This design comes from an exercise in tuning for small area on the open sky130 flow, not from production work. Function was checked by simulation only, so behaviour that the tests miss may differ from the original.

==> v35 <==
==> flow/design.v <==
module id_stage_pipe #(
    parameter int XLEN      = 32,
    parameter int NREG      = 32,
    parameter int WB_BYPASS = 1
) (
    input  logic            clk,
    input  logic            rst,
    input  logic            if_valid,
    input  logic [31:0]     if_inst,
    input  logic [XLEN-1:0] if_pc,
    output logic            id_ready,
    input  logic            ex_flush,
    input  logic            wb_we,
    input  logic [4:0]      wb_rd,
    input  logic [XLEN-1:0] wb_data,
    output logic            ex_valid,
    output logic [XLEN-1:0] ex_pc,
    output logic [4:0]      ex_rs1,
    output logic [4:0]      ex_rs2,
    output logic [4:0]      ex_rd,
    output logic [XLEN-1:0] ex_rs1_data,
    output logic [XLEN-1:0] ex_rs2_data,
    output logic [XLEN-1:0] ex_imm,
    output logic [3:0]      ex_alu_ctrl,
    output logic [2:0]      ex_funct3,
    output logic            ex_regwrite,
    output logic            ex_memread,
    output logic            ex_memwrite,
    output logic            ex_alusrc,
    output logic            ex_memtoreg,
    output logic            ex_branch,
    output logic            ex_illegal
);
    localparam logic [6:0] OP_R = 7'b0110011, OP_I = 7'b0010011, OP_LD = 7'b0000011;
    localparam logic [6:0] OP_ST = 7'b0100011, OP_BR = 7'b1100011, OP_LUI = 7'b0110111;
    localparam logic [3:0] ALU_ADD = 4'd0, ALU_SUB = 4'd1, ALU_AND = 4'd2, ALU_OR = 4'd3;
    localparam logic [3:0] ALU_SLT = 4'd4, ALU_SLTU = 4'd5, ALU_XOR = 4'd6, ALU_SLL = 4'd7;
    localparam logic [3:0] ALU_SRL = 4'd8, ALU_SRA = 4'd9, ALU_PASSB = 4'd10;
    localparam logic [2:0] C_OTH = 3'd0, C_R = 3'd1, C_I = 3'd2, C_SH = 3'd3;
    localparam logic [2:0] C_LD = 3'd4, C_ST = 3'd5, C_BR = 3'd6, C_LUI = 3'd7;
    logic [31:0] rf_q [1:31];
    logic        v_q;
    logic [31:0] pc_q;
    logic [31:7] in_q;
    logic [2:0]  cls_q, cls_d;
    logic [6:0]  opc;
    logic [4:0]  rs1, rs2;
    logic        use1, use2, hz;
    assign opc = if_inst[6:0];
    assign rs1 = if_inst[19:15];
    assign rs2 = if_inst[24:20];
    always_comb begin
        use1 = 1'b0;
        use2 = 1'b0;
        cls_d = C_OTH;
        case (opc)
            OP_R:   begin use1 = 1'b1; use2 = 1'b1; cls_d = C_R; end
            OP_I:   begin use1 = 1'b1; cls_d = (if_inst[13:12] == 2'b01) ? C_SH : C_I; end
            OP_LD:  begin use1 = 1'b1; cls_d = C_LD; end
            OP_ST:  begin use1 = 1'b1; use2 = 1'b1; cls_d = C_ST; end
            OP_BR:  begin use1 = 1'b1; use2 = 1'b1; cls_d = C_BR; end
            OP_LUI: cls_d = C_LUI;
            default: ;
        endcase
    end
    assign hz = ex_memread && ex_rd != 5'd0 && if_valid &&
                ((use1 && rs1 == ex_rd) || (use2 && rs2 == ex_rd));
    assign id_ready = ex_flush || !hz;
    always_ff @(posedge clk) begin
        v_q   <= if_valid && !(rst || ex_flush || hz);
        pc_q  <= if_pc;
        in_q  <= if_inst[31:7];
        cls_q <= cls_d;
    end
    logic [31:0] wd;
    assign wd = rst ? 32'd0 : wb_data;
    always_ff @(posedge clk) begin
        for (int i = 1; i < 32; i++)
            if (rst || (wb_we && wb_rd == 5'(i))) rf_q[i] <= wd;
    end
    logic [2:0] f3;
    logic [6:0] f7;
    logic       is_r, is_i, is_sh, is_ld, is_st, is_br, is_lui, is_oth, bad;
    assign f3 = in_q[14:12];
    assign f7 = in_q[31:25];
    assign is_r   = cls_q == C_R;
    assign is_i   = cls_q == C_I;
    assign is_sh  = cls_q == C_SH;
    assign is_ld  = cls_q == C_LD;
    assign is_st  = cls_q == C_ST;
    assign is_br  = cls_q == C_BR;
    assign is_lui = cls_q == C_LUI;
    assign is_oth = cls_q == C_OTH;
    assign bad = is_oth ||
                 (is_r && !(f7 == 7'b0 || (f7 == 7'b0100000 && (f3 == 3'b000 || f3 == 3'b101)))) ||
                 (is_sh && !(f7 == 7'b0 || (f3[2] && f7 == 7'b0100000))) ||
                 (is_br && f3[1]);
    function automatic logic [3:0] f3_alu(input logic [2:0] f);
        case (f)
            3'b000:  f3_alu = ALU_ADD;
            3'b001:  f3_alu = ALU_SLL;
            3'b010:  f3_alu = ALU_SLT;
            3'b011:  f3_alu = ALU_SLTU;
            3'b100:  f3_alu = ALU_XOR;
            3'b101:  f3_alu = ALU_SRL;
            3'b110:  f3_alu = ALU_OR;
            default: f3_alu = ALU_AND;
        endcase
    endfunction
    always_comb begin
        ex_alu_ctrl = ALU_ADD;
        if (!bad) begin
            if (is_r)
                ex_alu_ctrl = f7[5] ? (f3[2] ? ALU_SRA : ALU_SUB) : f3_alu(f3);
            else if (is_i || is_sh)
                ex_alu_ctrl = (is_sh && f3[2] && f7[5]) ? ALU_SRA : f3_alu(f3);
            else if (is_br)
                ex_alu_ctrl = ALU_SUB;
            else if (is_lui)
                ex_alu_ctrl = ALU_PASSB;
        end
    end
    assign ex_valid    = v_q;
    assign ex_illegal  = v_q && bad;
    assign ex_regwrite = v_q && !bad && (is_r || is_i || is_sh || is_ld || is_lui);
    assign ex_memread  = v_q && is_ld;
    assign ex_memtoreg = v_q && is_ld;
    assign ex_memwrite = v_q && is_st;
    assign ex_alusrc   = v_q && !bad && (is_i || is_sh || is_ld || is_st || is_lui);
    assign ex_branch   = v_q && !bad && is_br;
    assign ex_pc     = pc_q;
    assign ex_rd     = in_q[11:7];
    assign ex_funct3 = in_q[14:12];
    assign ex_rs1    = in_q[19:15];
    assign ex_rs2    = in_q[24:20];
    always_comb begin
        case (cls_q)
            C_I, C_LD: ex_imm = {{20{in_q[31]}}, in_q[31:20]};
            C_SH:      ex_imm = {27'd0, in_q[24:20]};
            C_ST:      ex_imm = {{20{in_q[31]}}, in_q[31:25], in_q[11:7]};
            C_BR:      ex_imm = {{20{in_q[31]}}, in_q[7], in_q[30:25], in_q[11:8], 1'b0};
            C_LUI:     ex_imm = {in_q[31:12], 12'd0};
            default:   ex_imm = 32'd0;
        endcase
    end
    logic [31:0] s1, s2;
    logic [31:0] rfz [32];
    logic [31:0] n1 [11], n2 [11];
    always_comb begin
        for (int i = 0; i < 32; i++) begin
            s1[i] = ex_rs1 == 5'(i);
            s2[i] = ex_rs2 == 5'(i);
        end
        rfz[0] = 32'd0;
        for (int i = 1; i < 32; i++) rfz[i] = rf_q[i];
    end
    for (genvar g = 0; g < 11; g++) begin : grp
        for (genvar b = 0; b < 32; b++) begin : bit_
            if (g < 10) begin : full
                id_sel3 u1 (.d({rfz[3*g+3][b], rfz[3*g+2][b], rfz[3*g+1][b]}), .s(s1[3*g+3:3*g+1]), .y_n(n1[g][b]));
                id_sel3 u2 (.d({rfz[3*g+3][b], rfz[3*g+2][b], rfz[3*g+1][b]}), .s(s2[3*g+3:3*g+1]), .y_n(n2[g][b]));
            end else begin : part
                assign n1[g][b] = ~(rfz[31][b] & s1[31]);
                assign n2[g][b] = ~(rfz[31][b] & s2[31]);
            end
        end
    end
    always_comb begin
        ex_rs1_data = ~((n1[0] & n1[1] & n1[2] & n1[3]) & (n1[4] & n1[5] & n1[6] & n1[7]) & (n1[8] & n1[9] & n1[10]));
        ex_rs2_data = ~((n2[0] & n2[1] & n2[2] & n2[3]) & (n2[4] & n2[5] & n2[6] & n2[7]) & (n2[8] & n2[9] & n2[10]));
    end
endmodule
module id_sel3 (
    input  logic [2:0] d,
    input  logic [2:0] s,
    output logic       y_n
);
    assign y_n = ~|(d & s);
endmodule
==> flow/run.sh <==
#!/bin/bash
# synth_recipe.tcl (not shown) runs the flow's synth.tcl, then flattens the netlist and writes it again
# the make line also repeats each setting of config.mk as NAME=value (left out here)
make -C /OpenROAD-flow-scripts/flow DESIGN_CONFIG=/design/flow/config.mk WORK_HOME=/design/flow/orfs CLKGATE_MAP_FILE= SYNTH_SCRIPT=/design/flow/synth_recipe.tcl finish
==> flow/config.mk <==
export PLATFORM = sky130hd
export DESIGN_NAME = id_stage_pipe
export DESIGN_NICKNAME = id_stage_pipe
export VERILOG_FILES = /design/flow/design.v
export SDC_FILE = /design/flow/constraint.sdc
export NUM_CORES = 4
export LEC_CHECK = 0
export CAP_MARGIN = 20
export CORE_MARGIN = 2
export CORE_UTILIZATION = 40
export SLEW_MARGIN = 20
export SYNTH_HIERARCHICAL = 1
export SYNTH_MINIMUM_KEEP_SIZE = 0
==> flow/constraint.sdc <==
create_clock -name core_clock -period 4.5 [get_ports {clk}]
set_input_delay 0.9000 -clock core_clock [delete_from_list [all_inputs] [get_ports {clk}]]
set_output_delay 0.9000 -clock core_clock [all_outputs]
set_load 0.01 [all_outputs]
==> v5 (differences from v35) <==
--- a/flow/design.v
+++ b/flow/design.v
@@ -143,37 +143,12 @@
             default:   ex_imm = 32'd0;
         endcase
     end
-    logic [31:0] s1, s2;
-    logic [31:0] rfz [32];
-    logic [31:0] n1 [11], n2 [11];
     always_comb begin
-        for (int i = 0; i < 32; i++) begin
-            s1[i] = ex_rs1 == 5'(i);
-            s2[i] = ex_rs2 == 5'(i);
-        end
-        rfz[0] = 32'd0;
-        for (int i = 1; i < 32; i++) rfz[i] = rf_q[i];
-    end
-    for (genvar g = 0; g < 11; g++) begin : grp
-        for (genvar b = 0; b < 32; b++) begin : bit_
-            if (g < 10) begin : full
-                id_sel3 u1 (.d({rfz[3*g+3][b], rfz[3*g+2][b], rfz[3*g+1][b]}), .s(s1[3*g+3:3*g+1]), .y_n(n1[g][b]));
-                id_sel3 u2 (.d({rfz[3*g+3][b], rfz[3*g+2][b], rfz[3*g+1][b]}), .s(s2[3*g+3:3*g+1]), .y_n(n2[g][b]));
-            end else begin : part
-                assign n1[g][b] = ~(rfz[31][b] & s1[31]);
-                assign n2[g][b] = ~(rfz[31][b] & s2[31]);
-            end
+        ex_rs1_data = 32'd0;
+        ex_rs2_data = 32'd0;
+        for (int i = 1; i < 32; i++) begin
+            ex_rs1_data = ex_rs1_data | (rf_q[i] & {32{ex_rs1 == 5'(i)}});
+            ex_rs2_data = ex_rs2_data | (rf_q[i] & {32{ex_rs2 == 5'(i)}});
         end
     end
-    always_comb begin
-        ex_rs1_data = ~((n1[0] & n1[1] & n1[2] & n1[3]) & (n1[4] & n1[5] & n1[6] & n1[7]) & (n1[8] & n1[9] & n1[10]));
-        ex_rs2_data = ~((n2[0] & n2[1] & n2[2] & n2[3]) & (n2[4] & n2[5] & n2[6] & n2[7]) & (n2[8] & n2[9] & n2[10]));
-    end
 endmodule
-module id_sel3 (
-    input  logic [2:0] d,
-    input  logic [2:0] s,
-    output logic       y_n
-);
-    assign y_n = ~|(d & s);
-endmodule
SYNTH_HIERARCHICAL = default   (was 1)
SYNTH_MINIMUM_KEEP_SIZE = default   (was 0)
==> notes <==
- Non-clock buffer count: v5 is higher than v35 (161).
- In v5 the worst hold slack is lower than in v35, by 0.025 ns.
- Between v5 and v35, the lower utilization is in v35 (gap 0.13 points).
- In v5 the clock skew is lower than in v35, by 0.0062 ns.
- Against v5, the via count of v35 is smaller by 22%.
- Between v35 and v5, the lower count of clock-buffer cells in the layout is in v5 (gap 8).
- Against v35, the critical path depth of v5 is higher by 3.
- Between v35 and v5, the lower synthesized cell count is in v35 (gap about 30%, measured against v5).
- v5 ran to the end with violations: negative setup slack. v35 finished but failed the layout checks on negative setup slack.
- Of v5 and v35, v35 has the higher maximum frequency (gap about 1%, measured against v35).
- Of v35 and v5, v5 has the higher first-iteration DRC count (gap 13%, measured against v5).

[what the ideal ports hide]
No port has a modelled driver above. Below, the same layouts with a new extraction and two added sets of constraints. Step 1, drivers: a clkbuf_16 drives clk and a buf_2 each remaining input, both assumed. Step 2 times the ports against the registers' clock, not the clock port: input delays grow and output delays shrink by t, the midpoint of the rising clock arrivals with the driver on. a / b / c = ideal / step 1 / step 2; a / b = the first two.
| run | t (ns) | slack for setup (ns) | hold slack, ns | slew at the worst register clock pin (ns) | worst data-port slew with drivers (ns) |
|---|---|---|---|---|---|
| v35 | 0.758 | -0.018 / -0.084 / 0.674 | 0.634 / 0.593 / 0.832 | 0.07 / 0.07 | 0.11 |
| v5 | 0.790 | -0.062 / -0.133 / 0.494 | 0.609 / 0.567 / 0.965 | 0.07 / 0.07 | 0.07 |
